Source: an optimization exercise on an open RTL-to-GDS flow (aim: a short achievable clock period and few clock cycles per item). Production flows keep margins and buffers that such runs may drop. The RTL was checked by simulation tests, not by an equivalence proof against the original design. Power is estimated from default activity; no workload was simulated.

==> design.v <==
package irc_pkg;
    localparam int BEAM_COUNT  = 4096;
    localparam int CNT_W       = $clog2(BEAM_COUNT) + 1;    
    localparam int IDX_W       = $clog2(BEAM_COUNT);
    localparam int INT_W       = 16;
    localparam int RNG_W       = 16;
    localparam int WS_W        = 28;
    localparam int IWS_W       = 40;
    localparam int RWS_W       = 44;
    localparam int CFG_W       = 23;
    localparam int CFG_IDX_W   = 3;
    localparam int FRAC_W      = 8;
    localparam int Q_W         = 20;
    localparam int STEP_W      = 18;
    localparam int WIDTH_W     = IDX_W + STEP_W;            
    localparam int RES_W       = Q_W + 3*IDX_W + INT_W + RNG_W;   
    localparam logic [CFG_IDX_W-1:0] REG_THRESHOLD  = 3'd0;
    localparam logic [CFG_IDX_W-1:0] REG_MIN_POINTS = 3'd1;
    localparam logic [CFG_IDX_W-1:0] REG_MAX_SPAN   = 3'd2;
    localparam logic [CFG_IDX_W-1:0] REG_MIN_WIDTH  = 3'd3;
    localparam logic [CFG_IDX_W-1:0] REG_MAX_WIDTH  = 3'd4;
    localparam logic [CFG_IDX_W-1:0] REG_ANGLE_STEP = 3'd5;
    localparam logic [CFG_IDX_W-1:0] REG_RANGE_LO   = 3'd6;
    localparam logic [CFG_IDX_W-1:0] REG_RANGE_HI   = 3'd7;
endpackage
import irc_pkg::*;
module irc_csa #(
    parameter int N  = 3,
    parameter int W  = 8,
    parameter int NO = (N / 3) * 2 + (N % 3)
)
(
    input  logic [N-1:0][W-1:0]  d,
    output logic [NO-1:0][W-1:0] q
);
    genvar g;
    generate
        for (g = 0; g < N / 3; g++) begin : g_fa
            logic [W-1:0] a, b, c, cy;
            assign a  = d[3*g];
            assign b  = d[3*g+1];
            assign c  = d[3*g+2];
            assign cy = (a & b) | (a & c) | (b & c);
            assign q[2*g]   = a ^ b ^ c;
            assign q[2*g+1] = {cy[W-2:0], 1'b0};
        end
        for (g = 0; g < N % 3; g++) begin : g_pass
            assign q[2*(N/3)+g] = d[3*(N/3)+g];
        end
    endgenerate
endmodule
module irc_nr_step
(
    input  logic [WS_W+1:0] r,
    input  logic            b,
    input  logic [WS_W-1:0] w,
    output logic [WS_W+1:0] r_o,
    output logic            q
);
    logic            neg;
    logic [WS_W+1:0] x;
    logic [WS_W+1:0] y;
    assign neg = r[WS_W+1];
    assign x   = {r[WS_W:0], b};
    assign y   = neg ? {2'b00, w} : {2'b11, ~w};
    assign r_o = x + y + {{(WS_W+1){1'b0}}, !neg};
    assign q   = !r_o[WS_W+1];
endmodule
module irc_divs #(
    parameter int NU = 6
)
(
    input  logic              clk,
    input  logic              rst_n,
    input  logic              ld,           
    input  logic              ld_ok,        
    input  logic [WS_W-1:0]   ld_w,
    input  logic [IWS_W-1:0]  ld_iws,
    input  logic [RWS_W-1:0]  ld_rws,
    input  logic [IDX_W-1:0]  ld_start,
    input  logic [IDX_W-1:0]  ld_end,
    input  logic [INT_W-1:0]  ld_peak,
    output logic              freed,        
    input  logic              result_stall,
    output logic              result_valid,
    output logic [RES_W-1:0]  result
);
    localparam int P_W   = $clog2(NU);
    localparam int UC_W = $clog2(Q_W + 1);
    logic [P_W-1:0]  alloc_reg;
    logic [P_W-1:0]  take_reg;
    logic            out_v_reg;
    logic [RES_W-1:0] out_reg;
    logic            out_load;
    logic [NU-1:0]   u_ready;
    logic [Q_W-1:0]  u_qi    [NU];
    logic [RNG_W-1:0] u_qr   [NU];
    logic [IDX_W-1:0] u_start [NU];
    logic [IDX_W-1:0] u_end   [NU];
    logic [INT_W-1:0] u_peak  [NU];
    logic [NU-1:0]   u_clear;
    assign out_load = !out_v_reg || !result_stall;
    genvar g;
    generate
        for (g = 0; g < NU; g++) begin : g_u
            logic             busy_reg;
            logic [UC_W-1:0] cnt_reg;
            logic [WS_W-1:0]  w_reg;
            logic [WS_W+1:0]  ri_reg;
            logic [Q_W-1:0]   qi_reg;
            logic [WS_W+1:0]  rr_reg;
            logic [RNG_W-1:0] qr_reg;
            logic [IDX_W-1:0] start_reg;
            logic [IDX_W-1:0] end_reg;
            logic [INT_W-1:0] peak_reg;
            logic [WS_W+1:0]  ri_n;
            logic [WS_W+1:0]  rr_n;
            logic             qi_n;
            logic             qr_n;
            logic             mine;
            assign mine = ld && (alloc_reg == P_W'(g));
            irc_nr_step u_si (.r(ri_reg), .b(qi_reg[Q_W-1]),   .w(w_reg), .r_o(ri_n), .q(qi_n));
            irc_nr_step u_sr (.r(rr_reg), .b(qr_reg[RNG_W-1]), .w(w_reg), .r_o(rr_n), .q(qr_n));
            always_ff @(posedge clk or negedge rst_n)
            begin
                if (!rst_n)
                    busy_reg <= 1'b0;
                else if (mine)
                    busy_reg <= ld_ok;
                else if (u_clear[g])
                    busy_reg <= 1'b0;
            end
            always_ff @(posedge clk)
            begin
                if (mine)
                begin
                    cnt_reg   <= UC_W'(Q_W);
                    w_reg     <= ld_w;
                    ri_reg    <= {2'b00, ld_iws[IWS_W-1:IWS_W-WS_W]};
                    qi_reg    <= {ld_iws[IWS_W-WS_W-1:0], {FRAC_W{1'b0}}};
                    rr_reg    <= {2'b00, ld_rws[RWS_W-1:RWS_W-WS_W]};
                    qr_reg    <= ld_rws[RWS_W-WS_W-1:0];
                    start_reg <= ld_start;
                    end_reg   <= ld_end;
                    peak_reg  <= ld_peak;
                end
                else if (cnt_reg != '0)
                begin
                    cnt_reg <= cnt_reg - 1'b1;
                    ri_reg  <= ri_n;
                    qi_reg  <= {qi_reg[Q_W-2:0], qi_n};
                    if (cnt_reg > UC_W'(Q_W - RNG_W))
                    begin
                        rr_reg <= rr_n;
                        qr_reg <= {qr_reg[RNG_W-2:0], qr_n};
                    end
                end
            end
            assign u_ready[g] = busy_reg && (cnt_reg == '0);
            assign u_qi[g]    = qi_reg;
            assign u_qr[g]    = qr_reg;
            assign u_start[g] = start_reg;
            assign u_end[g]   = end_reg;
            assign u_peak[g]  = peak_reg;
            assign u_clear[g] = out_load && u_ready[g] && (take_reg == P_W'(g));
        end
    endgenerate
    always_ff @(posedge clk or negedge rst_n)
    begin
        if (!rst_n)
        begin
            alloc_reg <= '0;
            take_reg  <= '0;
            out_v_reg <= 1'b0;
            freed     <= 1'b0;
        end
        else
        begin
            if (ld && ld_ok)
                alloc_reg <= (alloc_reg == P_W'(NU - 1)) ? '0 : alloc_reg + 1'b1;
            if (out_load && u_ready[take_reg])
                take_reg <= (take_reg == P_W'(NU - 1)) ? '0 : take_reg + 1'b1;
            if (out_load)
                out_v_reg <= u_ready[take_reg];
            freed <= out_load && u_ready[take_reg];
        end
    end
    logic [Q_W-1:0]      q8;
    logic [Q_W-FRAC_W:0] q8_up;
    assign q8    = u_qi[take_reg];
    assign q8_up = q8[Q_W-1:FRAC_W-1] + 1'b1;
    always_ff @(posedge clk)
    begin
        if (out_load)
            out_reg <= {q8, q8_up[IDX_W:1], u_start[take_reg], u_end[take_reg],
                        u_peak[take_reg], u_qr[take_reg]};
    end
    assign result_valid = out_v_reg;
    assign result       = out_reg;
endmodule
import irc_pkg::*;
module irc_ctrl #(
    parameter int CAP  = 6,
    parameter int KEEP = 3
)
(
    input  logic clk,
    input  logic rst_n,
    input  logic beam_valid,
    output logic beam_stall,
    output logic beam_take,
    input  logic close_ev,
    input  logic rej_ev,
    input  logic free_ev
);
    localparam int CR_W = $clog2(CAP + 3) + 1;
    logic [CR_W-1:0] cr_reg;
    logic [CR_W-1:0] cr_next;
    logic            stall_reg;
    assign beam_stall = stall_reg;
    assign beam_take  = beam_valid && !stall_reg;
    assign cr_next = cr_reg - CR_W'(close_ev) + CR_W'(rej_ev) + CR_W'(free_ev);
    always_ff @(posedge clk or negedge rst_n)
    begin
        if (!rst_n)
        begin
            cr_reg    <= CR_W'(CAP);
            stall_reg <= 1'b0;
        end
        else
        begin
            cr_reg    <= cr_next;
            stall_reg <= cr_next < CR_W'(KEEP);
        end
    end
endmodule
import irc_pkg::*;
module irc_dp
(
    input  logic                 clk,
    input  logic                 rst_n,
    input  logic                 cfg_we,
    input  logic [CFG_IDX_W-1:0] cfg_index,
    input  logic [CFG_W-1:0]     cfg_data,
    input  logic                 beam_take,
    input  logic [INT_W-1:0]     beam_intensity,
    input  logic [RNG_W-1:0]     beam_range_mm,
    input  logic                 beam_range_finite,
    input  logic                 beam_last,
    output logic                 close_ev,
    output logic                 rej_ev,
    output logic                 ld,
    output logic                 ld_ok,
    output logic [WS_W-1:0]      ld_w,
    output logic [IWS_W-1:0]     ld_iws,
    output logic [RWS_W-1:0]     ld_rws,
    output logic [IDX_W-1:0]     ld_start,
    output logic [IDX_W-1:0]     ld_end,
    output logic [INT_W-1:0]     ld_peak
);
    logic                     we_reg;
    logic [CFG_IDX_W-1:0]     widx_reg;
    logic [CFG_W-1:0]         wdata_reg;
    logic [INT_W-1:0]         thr_reg;
    logic [CNT_W-1:0]         minp_reg;
    logic [RNG_W-1:0]         span_max_reg;
    logic [CFG_W-1:0]         wmin_reg;
    logic [CFG_W-1:0]         wmax_reg;
    logic signed [STEP_W-1:0] step_reg;
    logic [STEP_W-1:0]        mag_reg;
    logic [RNG_W-1:0]         floor_reg;
    logic [RNG_W-1:0]         ceil_reg;
    always_ff @(posedge clk or negedge rst_n)
    begin
        if (!rst_n)
            we_reg <= 1'b0;
        else
            we_reg <= cfg_we;
    end
    always_ff @(posedge clk)
    begin
        widx_reg  <= cfg_index;
        wdata_reg <= cfg_data;
        mag_reg   <= step_reg[STEP_W-1] ? STEP_W'(-step_reg) : STEP_W'(step_reg);
    end
    always_ff @(posedge clk or negedge rst_n)
    begin
        if (!rst_n)
        begin
            thr_reg      <= INT_W'(45);
            minp_reg     <= CNT_W'(5);
            span_max_reg <= RNG_W'(30);
            wmin_reg     <= CFG_W'(10000);
            wmax_reg     <= CFG_W'(120000);
            step_reg     <= STEP_W'(8727);
            floor_reg    <= RNG_W'(150);
            ceil_reg     <= RNG_W'(12000);
        end
        else if (we_reg)
        begin
            unique case (widx_reg)
                REG_THRESHOLD:  thr_reg      <= wdata_reg[INT_W-1:0];
                REG_MIN_POINTS: minp_reg     <= wdata_reg[CNT_W-1:0];
                REG_MAX_SPAN:   span_max_reg <= wdata_reg[RNG_W-1:0];
                REG_MIN_WIDTH:  wmin_reg     <= wdata_reg;
                REG_MAX_WIDTH:  wmax_reg     <= wdata_reg;
                REG_ANGLE_STEP: step_reg     <= signed'(wdata_reg[STEP_W-1:0]);
                REG_RANGE_LO:   floor_reg    <= wdata_reg[RNG_W-1:0];
                REG_RANGE_HI:   ceil_reg     <= wdata_reg[RNG_W-1:0];
                default:        ;
            endcase
        end
    end
    logic             s1_v;
    logic [INT_W-1:0] s1_i;
    logic [RNG_W-1:0] s1_r;
    logic             s1_fin;
    logic             s1_last;
    always_ff @(posedge clk or negedge rst_n)
    begin
        if (!rst_n)
            s1_v <= 1'b0;
        else
            s1_v <= beam_take;
    end
    always_ff @(posedge clk)
    begin
        s1_i    <= beam_intensity;
        s1_r    <= beam_range_mm;
        s1_fin  <= beam_range_finite;
        s1_last <= beam_last;
    end
    logic [CNT_W-1:0] cnt_reg;
    logic             open_reg;
    logic [IDX_W-1:0] idx;
    logic             in_window, bright, rng_ok, join_b, close_b, new_b;
    assign idx       = cnt_reg[IDX_W-1:0];
    assign in_window = !cnt_reg[IDX_W];
    assign bright    = s1_i >= thr_reg;
    assign rng_ok    = s1_fin && (s1_r >= floor_reg) && (s1_r <= ceil_reg);
    assign join_b    = s1_v && in_window && bright;
    assign close_b   = s1_v && ((in_window && !bright && open_reg)
                                || (s1_last && (open_reg || join_b)));
    assign new_b     = join_b && !open_reg;
    logic             s2_join, s2_new, s2_close, s2_add;
    logic [INT_W-1:0] s2_i;
    logic [RNG_W-1:0] s2_r;
    logic [IDX_W-1:0] s2_idx;
    always_ff @(posedge clk or negedge rst_n)
    begin
        if (!rst_n)
        begin
            cnt_reg  <= '0;
            open_reg <= 1'b0;
            s2_join  <= 1'b0;
            s2_new   <= 1'b0;
            s2_close <= 1'b0;
            s2_add   <= 1'b0;
        end
        else
        begin
            if (s1_v)
            begin
                if (s1_last)
                    cnt_reg <= '0;
                else if (in_window)
                    cnt_reg <= cnt_reg + 1'b1;
                open_reg <= close_b ? 1'b0 : (join_b ? 1'b1 : open_reg);
            end
            s2_join  <= join_b;
            s2_new   <= new_b;
            s2_close <= close_b;
            s2_add   <= join_b && rng_ok;
        end
    end
    assign close_ev = s2_close;
    always_ff @(posedge clk)
    begin
        s2_i   <= s1_i;
        s2_r   <= s1_r;
        s2_idx <= idx;
    end
    logic [15:0][31:0] pr_rows;
    logic [10:0][31:0] pr_l1;
    logic [7:0][31:0]  pr_l2;
    logic [5:0][31:0]  pr_l3;
    logic [11:0][27:0] pi_rows;
    logic [7:0][27:0]  pi_l1;
    logic [5:0][27:0]  pi_l2;
    logic [3:0][27:0]  pi_l3;
    genvar g;
    generate
        for (g = 0; g < 16; g++) begin : g_pr
            assign pr_rows[g] = s1_i[g] ? (32'(s1_r) << g) : 32'd0;
        end
        for (g = 0; g < 12; g++) begin : g_pi
            assign pi_rows[g] = idx[g] ? (28'(s1_i) << g) : 28'd0;
        end
    endgenerate
    irc_csa #(.N(16), .W(32)) u_pr1 (.d(pr_rows), .q(pr_l1));
    irc_csa #(.N(11), .W(32)) u_pr2 (.d(pr_l1),   .q(pr_l2));
    irc_csa #(.N(8),  .W(32)) u_pr3 (.d(pr_l2),   .q(pr_l3));
    irc_csa #(.N(12), .W(28)) u_pi1 (.d(pi_rows), .q(pi_l1));
    irc_csa #(.N(8),  .W(28)) u_pi2 (.d(pi_l1),   .q(pi_l2));
    irc_csa #(.N(6),  .W(28)) u_pi3 (.d(pi_l2),   .q(pi_l3));
    logic [5:0][31:0] s2_pr;
    logic [3:0][27:0] s2_pi;
    always_ff @(posedge clk)
    begin
        s2_pr <= pr_l3;
        s2_pi <= pi_l3;
    end
    logic [5:0][31:0] pr_g;
    logic [3:0][31:0] pr_l4;
    logic [2:0][31:0] pr_l5;
    logic [1:0][31:0] pr_l6;
    logic [3:0][27:0] pi_g;
    logic [2:0][27:0] pi_l4;
    logic [1:0][27:0] pi_l5;
    assign pr_g = s2_add ? s2_pr : '0;
    assign pi_g = s2_add ? s2_pi : '0;
    irc_csa #(.N(6), .W(32)) u_pr4 (.d(pr_g),  .q(pr_l4));
    irc_csa #(.N(4), .W(32)) u_pr5 (.d(pr_l4), .q(pr_l5));
    irc_csa #(.N(3), .W(32)) u_pr6 (.d(pr_l5), .q(pr_l6));
    irc_csa #(.N(4), .W(28)) u_pi4 (.d(pi_g),  .q(pi_l4));
    irc_csa #(.N(3), .W(28)) u_pi5 (.d(pi_l4), .q(pi_l5));
    logic             s3_join, s3_new, s3_close, s3_add;
    logic [INT_W-1:0] s3_i;
    logic [INT_W-1:0] s3_iw;
    logic [RNG_W-1:0] s3_r;
    logic [IDX_W-1:0] s3_idx;
    logic [1:0][31:0] s3_pr;
    logic [1:0][27:0] s3_pi;
    always_ff @(posedge clk or negedge rst_n)
    begin
        if (!rst_n)
        begin
            s3_join  <= 1'b0;
            s3_new   <= 1'b0;
            s3_close <= 1'b0;
            s3_add   <= 1'b0;
        end
        else
        begin
            s3_join  <= s2_join;
            s3_new   <= s2_new;
            s3_close <= s2_close;
            s3_add   <= s2_add;
        end
    end
    always_ff @(posedge clk)
    begin
        s3_i   <= s2_i;
        s3_iw  <= s2_add ? s2_i : '0;
        s3_r   <= s2_r;
        s3_idx <= s2_idx;
        s3_pr  <= pr_l6;
        s3_pi  <= pi_l5;
    end
    logic [CNT_W-1:0]   size_reg;
    logic [IDX_W-1:0]   start_reg;
    logic [RNG_W-1:0]   near_reg;
    logic [RNG_W-1:0]   far_reg;
    logic [INT_W-1:0]   peak_reg;
    logic [1:0][WS_W-1:0]    ws_reg;
    logic [1:0][IWS_W-1:0]   iws_reg;
    logic [1:0][RWS_W-1:0]   rws_reg;
    logic [1:0][WIDTH_W-1:0] wd_reg;
    logic               s4_close;
    logic [1:0][WS_W-1:0]    ws_n;
    logic [2:0][IWS_W-1:0]   iws_a;
    logic [1:0][IWS_W-1:0]   iws_n;
    logic [2:0][RWS_W-1:0]   rws_a;
    logic [1:0][RWS_W-1:0]   rws_n;
    logic [1:0][WIDTH_W-1:0] wd_n;
    logic [3:0][IWS_W-1:0]   iws_in;
    logic [3:0][RWS_W-1:0]   rws_in;
    logic [WIDTH_W-1:0]      wd_add;
    assign wd_add = (s3_join && !s3_new) ? WIDTH_W'(mag_reg) : '0;
    assign iws_in = {IWS_W'(s3_pi[1]), IWS_W'(s3_pi[0]), iws_reg[1], iws_reg[0]};
    assign rws_in = {RWS_W'(s3_pr[1]), RWS_W'(s3_pr[0]), rws_reg[1], rws_reg[0]};
    irc_csa #(.N(3), .W(WS_W))    u_ws  (.d({WS_W'(s3_iw), ws_reg[1], ws_reg[0]}), .q(ws_n));
    irc_csa #(.N(3), .W(WIDTH_W)) u_wd  (.d({wd_add, wd_reg[1], wd_reg[0]}), .q(wd_n));
    irc_csa #(.N(4), .W(IWS_W))   u_iw1 (.d(iws_in), .q(iws_a));
    irc_csa #(.N(3), .W(IWS_W))   u_iw2 (.d(iws_a),  .q(iws_n));
    irc_csa #(.N(4), .W(RWS_W))   u_rw1 (.d(rws_in), .q(rws_a));
    irc_csa #(.N(3), .W(RWS_W))   u_rw2 (.d(rws_a),  .q(rws_n));
    always_ff @(posedge clk or negedge rst_n)
    begin
        if (!rst_n)
            s4_close <= 1'b0;
        else
            s4_close <= s3_close;
    end
    always_ff @(posedge clk)
    begin
        if (s3_new)
        begin
            size_reg  <= CNT_W'(1);
            start_reg <= s3_idx;
            ws_reg    <= {WS_W'(0), WS_W'(s3_iw)};
            iws_reg   <= {IWS_W'(s3_pi[1]), IWS_W'(s3_pi[0])};
            rws_reg   <= {RWS_W'(s3_pr[1]), RWS_W'(s3_pr[0])};
            wd_reg    <= '0;
            near_reg  <= s3_add ? s3_r : '1;
            far_reg   <= s3_add ? s3_r : '0;
            peak_reg  <= s3_add ? s3_i : '0;
        end
        else
        begin
            if (s3_join)
                size_reg <= size_reg + 1'b1;
            ws_reg  <= ws_n;
            iws_reg <= iws_n;
            rws_reg <= rws_n;
            wd_reg  <= wd_n;
            if (s3_add && (s3_r < near_reg))
                near_reg <= s3_r;
            if (s3_add && (s3_r > far_reg))
                far_reg <= s3_r;
            if (s3_add && (s3_i > peak_reg))
                peak_reg <= s3_i;
        end
    end
    localparam int WS_L  = 14;
    localparam int IWS_L = 20;
    localparam int RWS_L = 22;
    localparam int WD_L  = 15;
    logic                    s5_v;
    logic [WS_L:0]           s5_ws_lo;
    logic [IWS_L:0]          s5_iws_lo;
    logic [RWS_L:0]          s5_rws_lo;
    logic [WD_L:0]           s5_wd_lo;
    logic [1:0][WS_W-WS_L-1:0]       s5_ws_hi;
    logic [1:0][IWS_W-IWS_L-1:0]     s5_iws_hi;
    logic [1:0][RWS_W-RWS_L-1:0]     s5_rws_hi;
    logic [1:0][WIDTH_W-WD_L-1:0]    s5_wd_hi;
    logic [RNG_W-1:0]        s5_span;
    logic                    s5_size_ok;
    logic [IDX_W-1:0]        s5_start;
    logic [IDX_W-1:0]        s5_end;
    logic [INT_W-1:0]        s5_peak;
    always_ff @(posedge clk or negedge rst_n)
    begin
        if (!rst_n)
            s5_v <= 1'b0;
        else
            s5_v <= s4_close;
    end
    always_ff @(posedge clk)
    begin
        s5_ws_lo  <= (WS_L+1)'(ws_reg[0][WS_L-1:0])   + (WS_L+1)'(ws_reg[1][WS_L-1:0]);
        s5_iws_lo <= (IWS_L+1)'(iws_reg[0][IWS_L-1:0]) + (IWS_L+1)'(iws_reg[1][IWS_L-1:0]);
        s5_rws_lo <= (RWS_L+1)'(rws_reg[0][RWS_L-1:0]) + (RWS_L+1)'(rws_reg[1][RWS_L-1:0]);
        s5_wd_lo  <= (WD_L+1)'(wd_reg[0][WD_L-1:0])   + (WD_L+1)'(wd_reg[1][WD_L-1:0]);
        s5_ws_hi  <= {ws_reg[1][WS_W-1:WS_L],       ws_reg[0][WS_W-1:WS_L]};
        s5_iws_hi <= {iws_reg[1][IWS_W-1:IWS_L],    iws_reg[0][IWS_W-1:IWS_L]};
        s5_rws_hi <= {rws_reg[1][RWS_W-1:RWS_L],    rws_reg[0][RWS_W-1:RWS_L]};
        s5_wd_hi  <= {wd_reg[1][WIDTH_W-1:WD_L],    wd_reg[0][WIDTH_W-1:WD_L]};
        s5_span   <= (far_reg >= near_reg) ? RNG_W'(far_reg - near_reg) : '0;
        s5_size_ok <= size_reg >= minp_reg;
        s5_start  <= start_reg;
        s5_end    <= start_reg + IDX_W'(size_reg - 1'b1);
        s5_peak   <= peak_reg;
    end
    logic                s6_v;
    logic [WS_W-1:0]     s6_ws;
    logic [IWS_W-1:0]    s6_iws;
    logic [RWS_W-1:0]    s6_rws;
    logic [WIDTH_W-1:0]  s6_wd;
    logic                s6_ok;
    logic [IDX_W-1:0]    s6_start;
    logic [IDX_W-1:0]    s6_end;
    logic [INT_W-1:0]    s6_peak;
    always_ff @(posedge clk or negedge rst_n)
    begin
        if (!rst_n)
            s6_v <= 1'b0;
        else
            s6_v <= s5_v;
    end
    always_ff @(posedge clk)
    begin
        s6_ws  <= {s5_ws_hi[1]  + s5_ws_hi[0]  + (WS_W-WS_L)'(s5_ws_lo[WS_L]),     s5_ws_lo[WS_L-1:0]};
        s6_iws <= {s5_iws_hi[1] + s5_iws_hi[0] + (IWS_W-IWS_L)'(s5_iws_lo[IWS_L]), s5_iws_lo[IWS_L-1:0]};
        s6_rws <= {s5_rws_hi[1] + s5_rws_hi[0] + (RWS_W-RWS_L)'(s5_rws_lo[RWS_L]), s5_rws_lo[RWS_L-1:0]};
        s6_wd  <= {s5_wd_hi[1]  + s5_wd_hi[0]  + (WIDTH_W-WD_L)'(s5_wd_lo[WD_L]),  s5_wd_lo[WD_L-1:0]};
        s6_ok    <= s5_size_ok && (s5_span <= span_max_reg);
        s6_start <= s5_start;
        s6_end   <= s5_end;
        s6_peak  <= s5_peak;
    end
    logic accept;
    logic rej_reg;
    assign accept = s6_ok && (s6_ws != '0)
                    && (s6_wd >= WIDTH_W'(wmin_reg)) && (s6_wd <= WIDTH_W'(wmax_reg));
    always_ff @(posedge clk or negedge rst_n)
    begin
        if (!rst_n)
            rej_reg <= 1'b0;
        else
            rej_reg <= s6_v && !accept;
    end
    assign rej_ev   = rej_reg;
    assign ld       = s6_v;
    assign ld_ok    = accept;
    assign ld_w     = s6_ws;
    assign ld_iws   = s6_iws;
    assign ld_rws   = s6_rws;
    assign ld_start = s6_start;
    assign ld_end   = s6_end;
    assign ld_peak  = s6_peak;
endmodule
import irc_pkg::*;
module intensity_reflector_cluster_detect
(
    input  logic                 clk,
    input  logic                 rst_n,
    input  logic                 cfg_we,
    input  logic [CFG_IDX_W-1:0] cfg_index,
    input  logic [CFG_W-1:0]     cfg_data,
    input  logic                 beam_valid,
    output logic                 beam_stall,
    input  logic [INT_W-1:0]     beam_intensity,
    input  logic [RNG_W-1:0]     beam_range_mm,
    input  logic                 beam_range_finite,
    input  logic                 beam_last,
    output logic                 result_valid,
    input  logic                 result_stall,
    output logic [Q_W-1:0]       result_center_index_q8,
    output logic [IDX_W-1:0]     result_peak_index,
    output logic [IDX_W-1:0]     result_start_index,
    output logic [IDX_W-1:0]     result_end_index,
    output logic [INT_W-1:0]     result_peak_intensity,
    output logic [RNG_W-1:0]     result_center_range_mm
);
    localparam int NU = 6;
    logic              beam_take;
    logic              close_ev;
    logic              rej_ev;
    logic              free_ev;
    logic              ld;
    logic              ld_ok;
    logic [WS_W-1:0]   ld_w;
    logic [IWS_W-1:0]  ld_iws;
    logic [RWS_W-1:0]  ld_rws;
    logic [IDX_W-1:0]  ld_start;
    logic [IDX_W-1:0]  ld_end;
    logic [INT_W-1:0]  ld_peak;
    logic [RES_W-1:0]  result;
    assign {result_center_index_q8, result_peak_index, result_start_index,
            result_end_index, result_peak_intensity, result_center_range_mm} = result;
    irc_ctrl #(.CAP(NU)) u_ctrl (
        .clk          (clk),
        .rst_n        (rst_n),
        .beam_valid   (beam_valid),
        .beam_stall   (beam_stall),
        .beam_take    (beam_take),
        .close_ev     (close_ev),
        .rej_ev       (rej_ev),
        .free_ev      (free_ev)
    );
    irc_dp u_dp (
        .clk               (clk),
        .rst_n             (rst_n),
        .cfg_we            (cfg_we),
        .cfg_index         (cfg_index),
        .cfg_data          (cfg_data),
        .beam_take         (beam_take),
        .beam_intensity    (beam_intensity),
        .beam_range_mm     (beam_range_mm),
        .beam_range_finite (beam_range_finite),
        .beam_last         (beam_last),
        .close_ev          (close_ev),
        .rej_ev            (rej_ev),
        .ld                (ld),
        .ld_ok             (ld_ok),
        .ld_w              (ld_w),
        .ld_iws            (ld_iws),
        .ld_rws            (ld_rws),
        .ld_start          (ld_start),
        .ld_end            (ld_end),
        .ld_peak           (ld_peak)
    );
    irc_divs #(.NU(NU)) u_divs (
        .clk          (clk),
        .rst_n        (rst_n),
        .ld           (ld),
        .ld_ok        (ld_ok),
        .ld_w         (ld_w),
        .ld_iws       (ld_iws),
        .ld_rws       (ld_rws),
        .ld_start     (ld_start),
        .ld_end       (ld_end),
        .ld_peak      (ld_peak),
        .freed        (free_ev),
        .result_stall (result_stall),
        .result_valid (result_valid),
        .result       (result)
    );
endmodule
==> flow/run.sh <==
#!/bin/bash
set -euo pipefail
MARGIN=${MARGIN:-6.3}
sed -e "s|\"\${@:-finish}\"|SETUP_SLACK_MARGIN=${MARGIN} \"\${@:-finish}\"|" standard.sh > own_standard.sh
grep -q "SETUP_SLACK_MARGIN=${MARGIN}" own_standard.sh
bash own_standard.sh > make_finish.log 2>&1
==> standard.sh <==
#!/bin/bash
# synth_recipe.tcl (not shown) runs the flow's synth.tcl, then flattens the netlist and writes it again
# the make line also repeats each setting of config.mk as NAME=value (left out here)
make -C /OpenROAD-flow-scripts/flow DESIGN_CONFIG=/design/flow/config.mk WORK_HOME=/design/flow/orfs CLKGATE_MAP_FILE= SYNTH_SCRIPT=/design/flow/synth_recipe.tcl "${@:-finish}"
==> config.mk <==
export PLATFORM = sky130hd
export DESIGN_NAME = intensity_reflector_cluster_detect
export DESIGN_NICKNAME = intensity_reflector_cluster_detect
export VERILOG_FILES = /design/flow/design.v
export SDC_FILE = /design/flow/constraint.sdc
export NUM_CORES = 4
export LEC_CHECK = 0
export ABC_CLOCK_PERIOD_IN_PS = 2500
export CAP_MARGIN = 20
export CORE_MARGIN = 2
export CORE_UTILIZATION = 55
export SETUP_SLACK_MARGIN = 5
export SLEW_MARGIN = 20
==> constraint.sdc <==
create_clock -name core_clock -period 9.0 [get_ports {clk}]
set_input_delay 1.8000 -clock core_clock [delete_from_list [all_inputs] [get_ports {clk}]]
set_output_delay 1.8000 -clock core_clock [all_outputs]
set_load 0.01 [all_outputs]
==> metrics.csv, run 1 <==
stage,metric,value,unit
finish,final-stage net count,13800,
worst_setup_path,"Slowest-stage cell, CP",o41a_1,
route,number of DRC markers in iteration 0,7775,
finish,Storage cell area,63500,um^2
yosys,mapped cell area,128000,um^2
sta,Worst-Margin Slew,1220,ps
cts,clock transition at the registers of the reported paths,60,ps
place,PortBufs,154,
status,status,"complete, no violations",
floorplan,IO Count,155,
pwr,Logic pwr share,51.3,%
yosys,sequential area share after synthesis,49.6,%
pwr,clock power share,19.3,%
finish,FILL cells,16900,
pwr,PD cells,404,nW/um^2
yosys,number of synthesized flops with an enable pin,1060,
cts,H-tree levels,5,
worst_setup_path,crit-path max FO,11,
flow_run,MaxCap Viol Count,0,
route,DR WL/cell,25.5,um
cts,Skew-Pair Late Insertion Delay,950,ps
worst_setup_path,CP cell instances,buf_4 -> buf_16 -> xnor2_1 -> ha_2 -> a21oi_1 -> o21bai_1 -> a21o_1 -> o41a_1 -> buf_12 -> a31o_4 -> a221o_1 -> a2111oi_2 -> a31oi_1 -> a21oi_1,
route,routed wire length,400000,um
yosys,Syn. warnings,8,
grt,gr usage total,33.0,%
floorplan,Row Count,176,
worst_setup_path,worst setup path class,reg -> reg,
pwr,Internal Pwr Total,0.0394,W
cts,Max clock buf depth,4,
sta,slew margin rel.,18.7,%
grt,vias in the first global route,91600,
pwr,switching power,0.0243,W
place,GP Congestion,0.942,
floorplan,die height,486,um
worst_setup_path,Crit. End Element,register,
grt,total grt overflow,0,
floorplan,core box area,230000,um^2
yosys,Async SR Flop Fraction,7.32,%
yosys,Yosys reg bits,2583,
cts,CTS Buf Count,297,
cts,Root Buffer,clkbuf_16,
worst_hold_path,Hold Path Class,reg -> reg,
pwr,Reg power frac,29.5,%
yosys,cell count after synthesis,11500,
route,Post-DRT Antenna Nets,0,
sta,max-slew violations,0,
floorplan,die area,236000,um^2
sta,crit path time final,3600,ps
grt,largest net degree at the start of global routing,109,
sta,fmax,278,MHz
worst_setup_path,most frequent CP cell,a21oi_1,
worst_setup_path,startpoint types,register,
route,drt pass-1 iters,9,
grt,initial antenna violation count,44,
pwr,worst vdd rail ir drop,0.251,mV
worst_setup_path,Crit path largest cell delay,410,ps
sta,clock skew,79.6,ps
pwr,switch share,38.2,%
cts,clock sink count,2583,
cts,TritonCTS clock tree,yes,
yosys,Netlist cell types,95,
finish,area of the multi-input gates,67400,um^2
route,Via density,5.81,
sta,final cycle utilization of the critical path,39.9,%
sta,Final Hold Fails,0,
yosys,Post-Syn Nets,12900,
pwr,"Power, Total",0.0637,W
worst_setup_path,Worst EP arrival,4480,ps
grt,first-pass GRT wire length,579000,um
finish,layout cells sized above 1,22.7,%
yosys,Syn Area/Cell,11.1,um^2
floorplan,Initial Util,55.4,%
yosys,Synth Flop Type,dfxtp_1,
sta,setup_tns,0,ps
cts,hold_buf cts,0,
floorplan,die width,486,um
pwr,Leakage,67.8,nW
route,DR vias,91000,
worst_setup_path,Critical Path RT,9880,ps
worst_setup_path,reg2reg setup slack,5400,ps
finish,Area Overhead vs Synth,23.7,%
sta,Final Setup Violations,0,
place,hpwl dp,252000,um
route,Residual DRC,0,
sta,RSZ-0062 raised after global routing,yes,
per-layer routing:
| metal | global-route usage [%] | routed length (um) |
|---|---|---|
| met1 | 40.4 | 154000 |
| met2 | 53.6 | 186000 |
| met3 | 6.02 | 29300 |
| met4 | 21.2 | 31400 |
| met5 | 0 | 32 |
cell usage after synthesis, types with 19 or more instances:
cell type,instances,area (um^2)
xor2_1,178,1560
dfstp_2,41,1080
xnor2_1,635,5560
a222oi_1,34,340
dfrtp_1,148,3700
o41ai_1,19,166
fa_1,504,10100
nand3_1,118,591
and2_1,603,3770
nor2b_1,245,1530
a221oi_1,49,429
o21a_1,105,788
nor3_1,107,536
a22o_1,65,569
mux2i_1,48,480
ha_1,864,10800
a31oi_1,54,338
and3_1,53,332
o21ai_1,57,285
buf_1,61,229
or3_1,33,206
nor2_1,667,2500
nand2_1,1001,3760
a21boi_0,20,150
mux2_2,204,2300
a211oi_1,53,398
nand2b_1,117,732
a21o_1,225,1690
inv_1,762,2860
a211o_1,19,166
o21ai_0,448,2240
o31ai_1,43,323
nor4_1,24,150
o21bai_1,55,413
clkbuf_1,362,1360
nand4_1,53,332
o211ai_1,51,383
a22oi_1,38,285
edfxtp_1,1060,31800
a21oi_1,689,3450
dfxtp_1,1334,26700
layout make-up:
cell class	count	share of cell area [%]
multi-input combinational	7736	42.7
sequential	2583	40.2
timing repair buffer	1010	6.42
clock buffer	420	5.62
tap	3026	2.40
inverter	766	1.90
clock inverter	98	0.678
antenna	30	0.0475
timing repair inverter	2	0.0111
what timing repair did:
| action | in CTS | in global routing |
|---|---|---|
| setup buffers | 486 | 244 |
| pin swaps | 605 | 577 |
| resized for setup | 1392 | 787 |
| cloned | 31 | 10 |
| setup endpoints to repair | 1847 | 1091 |
| hold endpoints to repair | 0 | 0 |
logic make-up (layout without fill, tap and decap cells):
logic type / Yosys count / count (layout) / synth area share [%]
compound gates: 2184 / 2188 / 10.9
xor+xnor: 817 / 817 / 5.65
fa+ha+maj: 1368 / 1368 / 16.4
buf+inv: 1192 / 2296 / 3.51
flops: 2583 / 2583 / 49.6
mux: 252 / 252 / 2.18
other cells: 0 / 30 / 0
simple gates: 3105 / 3111 / 11.8
final timing paths:
check                                                      start                               endpoint  depth (start not counted)
min                                   u_dp.s5_iws_lo[17]$_DFF_P_                u_dp.s6_iws[17]$_DFF_P_                          0
max reg2reg                u_divs.g_u[4].rr_reg[29]$_SDFFE_PP0P_  u_divs.g_u[4].rr_reg[28]$_SDFFE_PP0P_                         14
min in group asynchronous                                  rst_n          u_dp.step_reg[14]$_DFFE_PN0P_                          1
max in group asynchronous                                  rst_n         u_divs.take_reg[0]$_DFFE_PN0P_                          2
min reg2reg                           u_dp.s5_iws_lo[17]$_DFF_P_                u_dp.s6_iws[17]$_DFF_P_                          0
max                        u_divs.g_u[4].rr_reg[29]$_SDFFE_PP0P_  u_divs.g_u[4].rr_reg[28]$_SDFFE_PP0P_                         14
placed cells by master, fill, tap and decap left out, types with 203 or more instances in the layout:
master,instances
buf_6,247
nor2b_1,218
edfxtp_1,1060
ha_1,767
a21oi_1,499
a21o_1,223
clkbuf_16,327
nor2_1,606
and2_1,567
inv_1,716
fa_1,475
nand2_1,960
xnor2_1,495
mux2_2,203
dfxtp_1,1266
buf_4,513
o21ai_0,278
per-stage QoR:
step | worst slack (ps) | cell area (um^2) | hold WS, ps | std cells | util, %
6_report | 5400 | 158000 | 315 | 15700 | 68.6
2_1_floorplan | 5670 | 129000 | 310 | 11500 | -
3_5_place_dp | 4360 | 133000 | 312 | 14400 | 57.9
4_1_cts | 5450 | 152000 | 309 | 15400 | 66.0
5_1_grt | 5290 | 158000 | 326 | 15700 | 68.5
3_3_place_gp | 4420 | 133000 | 310 | 14400 | 57.9
power by group through the flow:
| stage | Combinational (W) | Sequential [W] | Clock [W] |
|---|---|---|---|
| finish | 0.0327 | 0.0188 | 0.0123 |
| global route | 0.0351 | 0.0189 | 0.0129 |
| CTS | 0.0285 | 0.0186 | 0.0125 |
| detailed placement | 0.0228 | 0.0190 | 0 |
| global placement | 0.0223 | 0.0189 | 0 |
| floorplan | 0.0177 | 0.0177 | 0 |
critical path: cells and delay by family, from the launching register on:
family / cells / cell delay [ps]
DFF: 1 / 370
AOI/OAI and AO/OA: 9 / 2050
adders and majority gates: 1 / 360
xor gates and xnor gates: 1 / 220
buffers and inverters: 3 / 510
Testbench counts, summed over its fixed seeds: cycles 9,896, beams 9,672.
==> run 2: changes to the inputs <==
==> run.sh (new file) <==
#!/bin/bash
# synth_recipe.tcl (not shown) runs the flow's synth.tcl, then flattens the netlist and writes it again
# the make line also repeats each setting of config.mk as NAME=value (left out here)
make -C /OpenROAD-flow-scripts/flow DESIGN_CONFIG=/design/flow/config.mk WORK_HOME=/design/flow/orfs CLKGATE_MAP_FILE= SYNTH_SCRIPT=/design/flow/synth_recipe.tcl finish
removed: flow/run.sh
removed: standard.sh
==> metrics.csv, run 2 <==
stage,metric,value,unit
sta,final cycle utilization of the critical path,43.9,%
route,DR vias,85800,
sta,clock skew,58.3,ps
yosys,Syn Area/Cell,11.1,um^2
finish,"commonest non-fill, non-tap cell in the layout",dfxtp_1,
yosys,"area leader, netlist",edfxtp_1,
cts,Root Buffer,clkbuf_16,
grt,first-pass GRT wire length,541000,um
yosys,Synth top cells by count,"1,334 x dfxtp_1, 1,060 x edfxtp_1, 1,001 x nand2_1",
route,Via density,5.74,
pwr,Leakage,61.6,nW
worst_setup_path,Crit. End Element,register,
yosys,cell count after synthesis,11500,
yosys,Syn. warnings,8,
sta,crit path time final,3950,ps
yosys,top-count cell post-synth,dfxtp_1,
route,drt pass-1 iters,6,
cts,H-tree levels,5,
finish,FILL cells,18500,
grt,total grt overflow,0,
worst_setup_path,startpoint types,register,
finish,"commonest non-fill, non-tap cells in the layout","1,309 x dfxtp_1, 1,060 x edfxtp_1, 987 x nand2_1, 863 x ha_1, 756 x inv_1",
status,status,"complete, no violations",
floorplan,die width,486,um
yosys,Async SR Flop Fraction,7.32,%
cts,CTS Buf Count,299,
pwr,PD cells,378,nW/um^2
finish,Area Overhead vs Synth,12.0,%
worst_setup_path,worst setup path class,reg -> reg,
cts,clock sink count,2583,
yosys,Synth Flop Type,dfxtp_1,
flow_run,MaxCap Viol Count,0,
pwr,"Power, Total",0.0541,W
route,number of DRC markers in iteration 0,7263,
sta,Final Setup Violations,0,
cts,TritonCTS clock tree,yes,
worst_setup_path,Critical Path RT,9640,ps
sta,fmax,253,MHz
grt,vias in the first global route,86500,
pwr,worst vdd rail ir drop,0.251,mV
worst_setup_path,reg2reg setup slack,5050,ps
floorplan,die height,486,um
floorplan,Initial Util,55.4,%
sta,Worst-Margin Slew,1280,ps
yosys,number of synthesized flops with an enable pin,1060,
grt,initial antenna violation count,37,
floorplan,Row Count,176,
cts,Max clock buf depth,4,
sta,slew margin rel.,14.4,%
place,PortBufs,154,
grt,gr usage total,30.6,%
sta,Final Hold Fails,0,
route,DR WL/cell,24.3,um
cts,clock transition at the registers of the reported paths,60,ps
yosys,Synth area leaders,"edfxtp_1 25%, dfxtp_1 21%, ha_1 8.5%, fa_1 7.9%, xnor2_1 4.4%",
yosys,Yosys reg bits,2583,
finish,layout cells sized above 1,8.35,%
sta,setup_tns,0,ps
grt,largest net degree at the start of global routing,139,
floorplan,core box area,230000,um^2
floorplan,IO Count,155,
sta,max-slew violations,0,
finish,final-stage net count,13100,
worst_setup_path,CP cell instances,buf_4 -> nor2b_4 -> and2_4 -> buf_6 -> a221oi_1 -> a21oi_1 -> ha_1 -> and3_1 -> nor2b_1 -> nand3_1 -> xnor2_1,
yosys,sequential area share after synthesis,49.6,%
worst_setup_path,Crit path largest cell delay,700,ps
yosys,Post-Syn Nets,12900,
floorplan,die area,236000,um^2
worst_setup_path,crit-path max FO,27,
sta,RSZ-0062 raised after global routing,yes,
place,hpwl dp,255000,um
route,Residual DRC,0,
worst_setup_path,"Slowest-stage cell, CP",dfrtp_4,
worst_hold_path,Hold Path Class,reg -> reg,
route,routed wire length,363000,um
route,Post-DRT Antenna Nets,0,
sta,Hold WS,314,ps
cts,Skew-Pair Late Insertion Delay,920,ps
yosys,Synth top area share,24.9,%
place,GP Congestion,0.972,
worst_setup_path,Worst EP arrival,4600,ps
yosys,Netlist cell types,95,
yosys,mapped cell area,128000,um^2
-- run 2: worst paths after layout --
path	cells past startpoint	startpoint	endpoint
worst max-delay path	11	u_divs.take_reg[2]$_DFFE_PN0P_	u_divs.out_reg[67]$_DFFE_PN_
worst max register to register	11	u_divs.take_reg[2]$_DFFE_PN0P_	u_divs.out_reg[67]$_DFFE_PN_
worst min register to register	0	u_dp.s5_start[5]$_DFF_P_	u_dp.s6_start[5]$_DFF_P_
max in group asynchronous	2	rst_n	u_divs.out_v_reg$_DFFE_PN0N_
worst min-delay path	0	u_dp.s5_start[5]$_DFF_P_	u_dp.s6_start[5]$_DFF_P_
min in group asynchronous	1	rst_n	u_dp.step_reg[16]$_DFFE_PN0P_
-- run 2: worst max-delay path: cells and delay by family, from the launching register on --
kind / cells / cell delay (ps)
AND/OR/NAND/NOR: 5 / 1400
buffers and inverters: 2 / 720
flip-flops: 1 / 700
AO/OA/AOI/OAI: 2 / 430
adder cells (fa/ha/maj): 1 / 230
XOR/XNOR: 1 / 130
-- run 2: kinds of logic after synthesis --
logic type      count (synthesis)  share of synthesized area (%)
simple gates                 3105                           11.8
flops                        2583                           49.6
compound gates               2184                           10.9
fa+ha+maj                    1368                           16.4
buf+inv                      1192                           3.51
xor+xnor                      817                           5.65
mux                           252                           2.18
-- run 2: metrics by stage --
step,instances,utilization [%],setup slack (ps),instance area [um^2]
floorplan,11500,-,5030,128000
global placement,14400,57.5,4460,132000
detailed placement,14400,57.5,4390,133000
CTS,14900,61.8,5020,142000
global route,14900,62.1,4870,143000
finish,14900,62.1,5050,143000
-- run 2: layout make-up --
class	instances	area [um^2]	area share (%)
clock buffer	426	8750	6.12
tap	3026	3790	2.65
inverter	766	2920	2.04
timing repair buffer	293	2780	1.94
sequential	2583	63400	44.3
antenna	24	60.1	0.0420
multi-input combinational	7727	60400	42.3
clock inverter	102	890	0.622
-- run 2: timing repair --
| item | in CTS | in global routing |
|---|---|---|
| cloned | 0 | 3 |
| endpoints found under the setup margin | 141 | 147 |
| pin swaps | 2 | 8 |
| endpoints found under the hold margin | 0 | 0 |
| hold buffers | 0 | 0 |
| resized for setup | 42 | 56 |
| buffers inserted | 4 | 34 |
-- run 2: per-layer routing --
metal  vias to the layer above  part of all wire [%]  track usage [%]
li1                      40000                     -                -
met5                         -                 0.073                0
met3                       857                   6.4             4.22
met1                     42000                    41             39.3
met4                         8                   6.7             17.1
met2                      2989                    46             50.0
-- run 2: power breakdown --
group / total [W] / internal, W / switching (W)
sequential: 0.0190 / 0.0165 / 0.00254
combinational: 0.0231 / 0.00992 / 0.0132
clock: 0.0119 / 0.00711 / 0.00483

-- afterwards: timing with drivers on the ports --
The flow's constraints put no driver on any port. The routed layouts listed below were extracted and timed again, unchanged, in two steps. Step 1 sets driving cells, clkbuf_16 on the clock port and buf_2 on the other inputs (assumed; they add their load-dependent delay and slew). Step 2 also shifts input and output timing later by t, the mid clock arrival at the registers, as if the neighbouring blocks saw the same clock. Slacks: ideal ports / drivers / drivers and shift; pairs: ideal ports / drivers.
| run | t (ns) | setup WS [ns] | worst slew at a driven data input, ns |
|---|---|---|---|
| run 1 | 1.009 | 5.405 / 5.405 / 5.243 | 0.11 |
| run 2 | 0.987 | 5.046 / 4.994 / 4.949 | 0.06 |
After both steps setup and hold are still met in every run listed. For run 1, which loses most, drivers alone change the setup slack by 0.000 ns; drivers and shift together by -0.162 ns.
